From an optimization exercise on the open Yosys and OpenROAD flow, aimed at small area; shortcuts taken in it are not production practice. Function was checked by simulation only, so behaviour that the tests miss may differ from the original. Power and IR drop assume default switching activity.

## load_queue
module load_queue (
  input  wire                                                          clock,
  input  wire                                                          reset,
  input  wire                                                          squash,
  input  wire [lq_cfg_pkg::dispatch_lanes-1:0]                         dispatch_valid,
  input  wire [lq_cfg_pkg::dispatch_lanes-1:0][lq_cfg_pkg::rob_idx_w-1:0] dispatch_rob,
  input  wire [lq_cfg_pkg::dispatch_lanes-1:0][lq_cfg_pkg::prf_idx_w-1:0] dispatch_prf,
  input  wire [lq_cfg_pkg::dispatch_lanes-1:0][1:0]                    dispatch_size,
  input  wire [lq_cfg_pkg::dispatch_lanes-1:0]                         dispatch_signed,
  input  wire [lq_cfg_pkg::dispatch_lanes-1:0]                         alu_valid,
  input  wire [lq_cfg_pkg::dispatch_lanes-1:0][lq_cfg_pkg::rob_idx_w-1:0] alu_rob,
  input  wire [lq_cfg_pkg::dispatch_lanes-1:0][lq_cfg_pkg::addr_w-1:0] alu_addr,
  input  wire                                                          cache_busy,
  output logic [lq_cfg_pkg::lq_depth-1:0]                              cache_gnt,
  output logic [lq_cfg_pkg::addr_w-1:0]                                cache_addr,
  input  wire                                                          dcache_hit,
  input  wire [lq_cfg_pkg::data_w-1:0]                                 dcache_data,
  input  wire [lq_cfg_pkg::lq_depth-1:0]                               memory_response,
  input  wire [lq_cfg_pkg::data_w-1:0]                                 memory_data,
  output logic [lq_cfg_pkg::lq_idx_w:0]                                free_space,
  output logic                                                         cdb_valid,
  output logic [lq_cfg_pkg::rob_idx_w-1:0]                             cdb_rob,
  output logic [lq_cfg_pkg::prf_idx_w-1:0]                             cdb_prf,
  output logic [lq_cfg_pkg::data_w-1:0]                                cdb_data
);
For scale: ~370 flip-flops, ~220 I/O pins, ~0.020 mm^2 of cells after synthesis.
clock: 7.0 ns
lec_check: 0
cap_margin: 20
core_margin: 2
core_utilization: 40
slew_margin: 20
standard.sh (not shown) runs the stock make flow with config.mk's settings and CLKGATE_MAP_FILE= SYNTH_SCRIPT=/design/flow/synth_recipe.tcl, a recipe that flattens the netlist after the stock synthesis.
==> flow/flow/run.sh <==
#!/bin/bash
# Standard ORFS layout with these changes to how it is made:
#  - synthesis maps the logic with an area-oriented ABC script
#    (flow/abc_area.script) instead of the speed one;
#  - the port buffers are the smallest buffer (buf_1) instead of clkdlybuf4s50_1;
#  - clock tree synthesis clusters more sinks per leaf buffer and inserts no
#    dummy loads;
# Each make run writes its full output to a log of its own here; ORFS's own
# per-step logs are under orfs/logs.
set -euo pipefail
here=$(pwd)
rm -rf "$here/scripts_area"
cp -r "$FLOW_HOME/scripts" "$here/scripts_area"
cp "$here/flow/abc_area.script" "$here/scripts_area/abc_area.script"
bash standard.sh synth SCRIPTS_DIR="$here/scripts_area" ABC_AREA=1 > "$here/synth_make.log" 2>&1
bash standard.sh finish \
  "BUFFER_PORTS_ARGS=-buffer_cell sky130_fd_sc_hd__buf_1" \
  "CTS_ARGS=-sink_clustering_enable -repair_clock_nets -dont_use_dummy_load -sink_clustering_size 20 -sink_clustering_max_diameter 100" \
  > "$here/layout_make.log" 2>&1
==> flow/flow/abc_area.script <==
strash
dch -f
amap -m -F 2 -A 8
Edit:
--- a/flow/flow/run.sh
+++ b/flow/flow/run.sh
@@ -2 +2 @@
-# Standard ORFS layout with these changes to how it is made:
+# Standard ORFS layout with three changes to how it is made:
@@ -7 +7 @@
-#    dummy loads;
+#    dummy loads.
@@ -18 +18 @@
-  "CTS_ARGS=-sink_clustering_enable -repair_clock_nets -dont_use_dummy_load -sink_clustering_size 20 -sink_clustering_max_diameter 100" \
+  "CTS_ARGS=-sink_clustering_enable -repair_clock_nets -dont_use_dummy_load -sink_clustering_size 30 -sink_clustering_max_diameter 60" \
Effect:
- register-to-register slack is better by 70 ps
- power grows by 4.9%
- synthesized area is unchanged
- routed wire length is about the same
- hold slack hardly moves
- global-route usage grows by 0.24 points
- setup slack is worse by 4.6 ps
- maximum frequency is about the same
Edit:
==> flow/run.sh (new file) <==
#!/bin/bash
# synth_recipe.tcl (not shown) runs the flow's synth.tcl, then flattens the netlist and writes it again
# the make line also repeats each setting of config.mk as NAME=value (left out here)
make -C /OpenROAD-flow-scripts/flow DESIGN_CONFIG=/design/flow/config.mk WORK_HOME=/design/flow/orfs CLKGATE_MAP_FILE= SYNTH_SCRIPT=/design/flow/synth_recipe.tcl finish
removed: flow/flow/run.sh
removed: flow/flow/abc_area.script
removed: flow/standard.sh
Fmax came out higher by 1.3%.
Critical path depth came out lower by 10.
Combinational power came out lower by 56%.
Power came out lower by 19%.
Clock power came out higher by 43%.

[re-timing with driven ports]
No port has a modelled driver above. Below, the same layouts with a new extraction and two added sets of constraints.
Step 1: set_driving_cell puts a clkbuf_16 on clock and a buf_2 on each other input, an assumption about the parent block.
Step 2 also shifts input and output timing later by t, the mid clock arrival at the registers, as if the neighbouring blocks saw the same clock.
a / b / c = no drivers / after step 1 / after step 2; a / b = the first two.
| run | shift t [ns] | slack for setup (ns) | worst setup path at the end |
|---|---|---|---|
| the first run | 0.637 | 0.450 / 0.389 / -0.154 | input to register |
| the second run | 0.623 | 0.445 / 0.372 / -0.153 | input to register |
| the third run | 0.667 | 0.527 / 0.484 / 0.475 | input to register |
With both steps, setup timing fails in the first run and the second run, where it was met with ideal ports. For the first run, which loses most, drivers alone change the setup slack by -0.061 ns; drivers and shift together by -0.604 ns.
